From an optimization exercise on the open Yosys and OpenROAD flow, aimed at a short achievable clock period and few clock cycles; shortcuts taken in it are not production practice. Function was checked by simulation only, so behaviour that the tests miss may differ from the original. No driver is modelled on the clock port, so clock power and skew are understated where the tree is cut down; a real chip needs a root buffer or a tree. No activity file was given, so power comes from the tool's default toggle rates.

## v36
// ahbApbSystem
module ahbApbSystem (
  input  logic                  c,
  input  logic                  HRESET,
  input  logic [32-1:0]    HADDR,
  input  logic [1:0]            HTRANS,
  input  logic                  HWRITE,
  input  logic                  HSEL,
  input  logic [32-1:0]    HWDATA,
  input  logic                  HREADYIN,
  output logic [32-1:0]    HRDATA,
  output logic                  HREADYOUT,
  output logic [16-1:0] PSEL,
  output logic [32-1:0]    PADDR,
  output logic                  PWRITE,
  output logic                  PENABLE,
  output logic [32-1:0]    PWDATA
);
clock: 3.5 ns
lec_check: 0
cap_margin: 20
core_margin: 2
core_utilization: 70
setup_slack_margin: 1.95
slew_margin: 20
standard.sh (not shown) runs the stock make flow with config.mk's settings and CLKGATE_MAP_FILE= SYNTH_SCRIPT=/design/flow/synth_recipe.tcl, a recipe that flattens the netlist after the stock synthesis.
==> flow/flow/run.sh <==
#!/bin/bash
# Layout flow: the standard ORFS flow (standard.sh) with these changes:
#  - the clock tree is built by flow/clocktree.tcl (hooked in before CTS) instead of TritonCTS:
#    the clock port drives four buffers beside it, each of which drives leaf
#    buffers placed at the centres of compact flip-flop clusters (two buffers to every
#    flip-flop, so the tree is balanced and shallow);
#  - each HWDATA pin is placed next to its PWDATA pin (flow/iopairs.tcl);
#  - a second setup repair runs after CTS (flow/postcts.tcl);
#  - the port buffers are buf_4 cells instead of the smallest buffer;
#  - the resizer may swap a cell for any cell of the same function (MATCH_CELL_FOOTPRINT=0).
# Each step's full log is in orfs/logs/; make's own output goes to flow_make.log.
set -euo pipefail
here="$(pwd)"
export PRE_IO_PLACEMENT_TCL="$here/flow/iopairs.tcl"
export PRE_CTS_TCL="$here/flow/clocktree.tcl"
export POST_CTS_TCL="$here/flow/postcts.tcl"
export BUFFER_PORTS_ARGS="-buffer_cell sky130_fd_sc_hd__buf_4"
export CT_LEAF_MAX="${CT_LEAF_MAX:-26}"
# buf_12 for both levels: a little less delay than clkbuf_16 at these loads, and four buf_12
# inputs load the clock port about as much as four clkbuf_16 inputs
export CT_MID_CELL=sky130_fd_sc_hd__buf_12
export CT_LEAF_CELL=sky130_fd_sc_hd__buf_12
bash standard.sh MATCH_CELL_FOOTPRINT=0 finish > "$here/flow_make.log" 2>&1
==> flow/flow/clocktree.tcl <==

set ::ct_leaf_max   [expr {[info exists ::env(CT_LEAF_MAX)] ? $::env(CT_LEAF_MAX) : 32}]
set ::ct_mids       [expr {[info exists ::env(CT_MIDS)] ? $::env(CT_MIDS) : 4}]
set ::ct_leaf_cell  [expr {[info exists ::env(CT_LEAF_CELL)] ? $::env(CT_LEAF_CELL) : "sky130_fd_sc_hd__clkbuf_16"}]
set ::ct_mid_cell   [expr {[info exists ::env(CT_MID_CELL)] ? $::env(CT_MID_CELL) : "sky130_fd_sc_hd__clkbuf_16"}]

proc ct_split_n {items n} {
  # split items into n groups of near-equal size by recursive median cuts across the wider
  # side of their bounding box
  if {$n <= 1} { return [list $items] }
  set xs [lmap i $items {lindex $i 0}]
  set ys [lmap i $items {lindex $i 1}]
  set dx [expr {[tcl::mathfunc::max {*}$xs] - [tcl::mathfunc::min {*}$xs]}]
  set dy [expr {[tcl::mathfunc::max {*}$ys] - [tcl::mathfunc::min {*}$ys]}]
  set k [expr {$dx >= $dy ? 0 : 1}]
  set sorted [lsort -integer -index $k $items]
  set n1 [expr {$n / 2}]
  set h [expr {([llength $sorted] * $n1 + $n / 2) / $n}]
  return [concat [ct_split_n [lrange $sorted 0 [expr {$h - 1}]] $n1] \
                 [ct_split_n [lrange $sorted $h end] [expr {$n - $n1}]]]
}

proc ct_centre {items} {
  set sx 0; set sy 0
  foreach i $items { set sx [expr {$sx + [lindex $i 0]}]; set sy [expr {$sy + [lindex $i 1]}] }
  set n [llength $items]
  return [list [expr {$sx / $n}] [expr {$sy / $n}]]
}

proc ct_place {inst x y} {
  set block [ord::get_db_block]
  set master [$inst getMaster]
  set core [$block getCoreArea]
  set w [$master getWidth]; set h [$master getHeight]
  set x [expr {max([$core xMin], min([$core xMax] - $w, $x - $w / 2))}]
  set y [expr {max([$core yMin], min([$core yMax] - $h, $y - $h / 2))}]
  $inst setLocation $x $y
  $inst setPlacementStatus PLACED
}

proc ct_build {} {
  global ct_leaf_max ct_mids ct_leaf_cell ct_mid_cell
  set db [ord::get_db]
  set block [ord::get_db_block]
  set clk [$block findNet c]
  set port [$block findBTerm c]
  set pbox [$port getBBox]
  set px [expr {([$pbox xMin] + [$pbox xMax]) / 2}]
  set py [expr {([$pbox yMin] + [$pbox yMax]) / 2}]
  set leafm [$db findMaster $ct_leaf_cell]
  set midm  [$db findMaster $ct_mid_cell]

  set sinks {}
  foreach it [$clk getITerms] {
    set b [[$it getInst] getBBox]
    lappend sinks [list [expr {([$b xMin] + [$b xMax]) / 2}] [expr {([$b yMin] + [$b yMax]) / 2}] $it]
  }
  puts "clock tree: [llength $sinks] sinks, port at $px $py"

  set nleaves [expr {([llength $sinks] + $ct_leaf_max - 1) / $ct_leaf_max}]
  set clusters [ct_split_n $sinks $nleaves]
  set leaves {}
  set li 0
  foreach cl $clusters {
    lassign [ct_centre $cl] cx cy
    set inst [odb::dbInst_create $block $leafm "ctleaf_$li"]
    set net [odb::dbNet_create $block "ctnet_leaf_$li"]
    $net setSigType CLOCK
    foreach s $cl {
      set it [lindex $s 2]
      $it disconnect
      $it connect $net
    }
    [$inst findITerm X] connect $net
    ct_place $inst $cx $cy
    lappend leaves [list $cx $cy $inst]
    incr li
  }
  puts "clock tree: $li leaf buffers"

  if {![info exists ::env(CT_NO_SECTORS)]} {
    # group the leaves by their direction from the port, so each mid buffer's net fans out
    # over a sector from near the port to the far edge and the nets are alike in length
    set angled {}
    foreach l $leaves {
      lappend angled [list [expr {atan2([lindex $l 1] - $py, [lindex $l 0] - $px)}] $l]
    }
    set angled [lsort -real -index 0 $angled]
    set groups {}
    set n [llength $angled]
    for {set g 0} {$g < $ct_mids} {incr g} {
      set a [expr {$n * $g / $ct_mids}]
      set b [expr {$n * ($g + 1) / $ct_mids - 1}]
      lappend groups [lmap x [lrange $angled $a $b] {lindex $x 1}]
    }
  } else {
    set groups [ct_split_n $leaves $ct_mids]
  }
  set mi 0
  foreach g $groups {
    lassign [ct_centre $g] gx gy
    set inst [odb::dbInst_create $block $midm "ctmid_$mi"]
    set net [odb::dbNet_create $block "ctnet_mid_$mi"]
    $net setSigType CLOCK
    foreach l $g {
      [[lindex $l 2] findITerm A] connect $net
    }
    [$inst findITerm X] connect $net
    [$inst findITerm A] connect $clk
    # beside the port, nudged toward its group
    set dx [expr {$gx - $px}]; set dy [expr {$gy - $py}]
    set d [expr {max(1.0, sqrt($dx * $dx + $dy * $dy))}]
    set off [expr {[info exists ::env(CT_MID_OFF)] ? $::env(CT_MID_OFF) : 12000}]
    set off [expr {min($off, $d)}]
    ct_place $inst [expr {int($px + $dx / $d * $off)}] [expr {int($py + $dy / $d * $off)}]
    puts "clock tree: mid $mi drives [llength $g] leaves"
    incr mi
  }
  $clk setSigType CLOCK
}

ct_build
set_propagated_clock [all_clocks]
# The tree is built; TritonCTS is not run
proc clock_tree_synthesis {args} { puts "clock_tree_synthesis skipped: tree built by clocktree.tcl" }
==> flow/flow/iopairs.tcl <==
# Each write data input sits next to its APB write data output: the two are joined by a
# buffer pair only, and that path has the least time of all (input and output delays both).
for {set i 0} {$i < 32} {incr i} {
  set_io_pin_constraint -group -order -pin_names [list "HWDATA\[$i\]" "PWDATA\[$i\]"]
}
==> flow/flow/postcts.tcl <==
# A second setup repair after CTS: the first pass stops with most endpoints still short of
# the setup margin, and a second pass from its result gains more.
log_cmd repair_timing -setup -setup_margin $::env(SETUP_SLACK_MARGIN) -repair_tns 100 -verbose
detailed_placement
check_placement -verbose
In summary, v36 completed successfully, with a layout that passed the timing, design-rule and antenna checks.
Testbench counts of v36, summed over its fixed seeds: cycles 12,808.
> inputs changed (v36 -> v31)
-- flow/flow/run.sh --
<<< v36, line 8
#  - a second setup repair runs after CTS (flow/postcts.tcl);
>>> v31, line 8
#  - more setup repair passes run after CTS, with a rising margin (flow/postcts.tcl);
==> flow/flow/postcts.tcl <==
# More setup repair after CTS. One pass at the full margin stops early, with most endpoints
# still short of it; passes with a rising margin (the full one last) repair the paths that
# are nearly critical first and end well above a single pass.
estimate_parasitics -placement
set m $::env(SETUP_SLACK_MARGIN)
foreach margin [list [expr {$m - 0.15}] [expr {$m - 0.08}] $m] {
  log_cmd repair_timing -setup -setup_margin $margin -repair_tns 100 -verbose
  estimate_parasitics -placement
}
detailed_placement
check_placement -verbose
Notes after the runs:
Leakage dissipation essentially unchanged between v36 and v31.
Between v36 and v31, the difference in clock tree skew after final layout is negligible.
In v31, fmax is higher than in v36.
Between v31 and v36, the number of standard cells in the layout, taps in and fillers out does not differ in any meaningful way.
The data arrival time of the worst path on v31 is in line with that on v36.
v36 -> v31: cell count of the worst hold path delta 0, exact match
The detailed-route wire length number comes out higher for v36 vs v31.
v31: average wire per cell in the routed design lower than v36
v36 -> v31: core utilization flat
The following lists how v4 was set up differently from v31:
-- flow/flow/run.sh --
<<< v31, line 7
#  - each HWDATA pin is placed next to its PWDATA pin (flow/iopairs.tcl);
#  - more setup repair passes run after CTS, with a rising margin (flow/postcts.tcl);
>>> v4, line 7
#  - a second setup repair runs after CTS (flow/postcts.tcl);
<<< v31, line 14
export PRE_IO_PLACEMENT_TCL="$here/flow/iopairs.tcl"
>>> v4, line 13
-- flow/flow/clocktree.tcl --
<<< v31, line 81
  if {![info exists ::env(CT_NO_SECTORS)]} {
    # group the leaves by their direction from the port, so each mid buffer's net fans out
    # over a sector from near the port to the far edge and the nets are alike in length
    set angled {}
    foreach l $leaves {
      lappend angled [list [expr {atan2([lindex $l 1] - $py, [lindex $l 0] - $px)}] $l]
    }
    set angled [lsort -real -index 0 $angled]
    set groups {}
    set n [llength $angled]
    for {set g 0} {$g < $ct_mids} {incr g} {
      set a [expr {$n * $g / $ct_mids}]
      set b [expr {$n * ($g + 1) / $ct_mids - 1}]
      lappend groups [lmap x [lrange $angled $a $b] {lindex $x 1}]
    }
  } else {
    set groups [ct_split_n $leaves $ct_mids]
  }
>>> v4, line 81
  set groups [ct_split_n $leaves $ct_mids]
==> flow/flow/postcts.tcl <==
# A second setup repair after CTS: the first pass stops with most endpoints still short of
# the setup margin, and a second pass from its result gains more.
log_cmd repair_timing -setup -setup_margin $::env(SETUP_SLACK_MARGIN) -repair_tns 100 -verbose
detailed_placement
check_placement -verbose
removed: flow/flow/iopairs.tcl
- From v31 to v4 the numbers moved as follows: share of the clock period used by the worst path after layout climbed 0.29 points, area occupied by registers barely changed, fraction of area in multi-input gates climbed 0.20 points.
- Final critical-path required period (higher): v4
- Pin count of the biggest net entering global routing was lower in v4 than in v31.
- Compared with v31, in v4 total chip power barely changed, flip-flop and latch share of the layout cell area +0.41 points, detailed-route wire length now larger.
In every run of this note, the design's own scripts or RTL, not TritonCTS, make the clock network.

-- afterwards: timing with drivers on the ports --
In the flow no input, the clock included, has a driving cell. The finished layouts below were timed again as built, in two steps.
Step 1 sets driving cells, clkbuf_16 on the clock port and buf_2 on the other inputs (assumed; they add their load-dependent delay and slew).
Step 2 adds t to the input delays and takes it off the output delays; t is the mean of the earliest and latest rising clock arrival at the registers after step 1. Input paths then give back, and output paths get back, about the clock's delay inside the block.
Three values: ideal ports, drivers, drivers and shift; two values: the first two.
| run | t, ns | setup WS [ns] | worst setup path at the end |
|---|---|---|---|
| v36 | 0.496 | 1.852 / 1.726 / 1.416 | input to register |
| v31 | 0.495 | 1.858 / 1.725 / 1.542 | input to register |
| v4 | 0.490 | 1.847 / 1.708 / 1.531 | input to register |
After both steps setup and hold are still met in every run listed. For v36, which loses most, drivers alone change the setup slack by -0.126 ns; drivers and shift together by -0.436 ns.
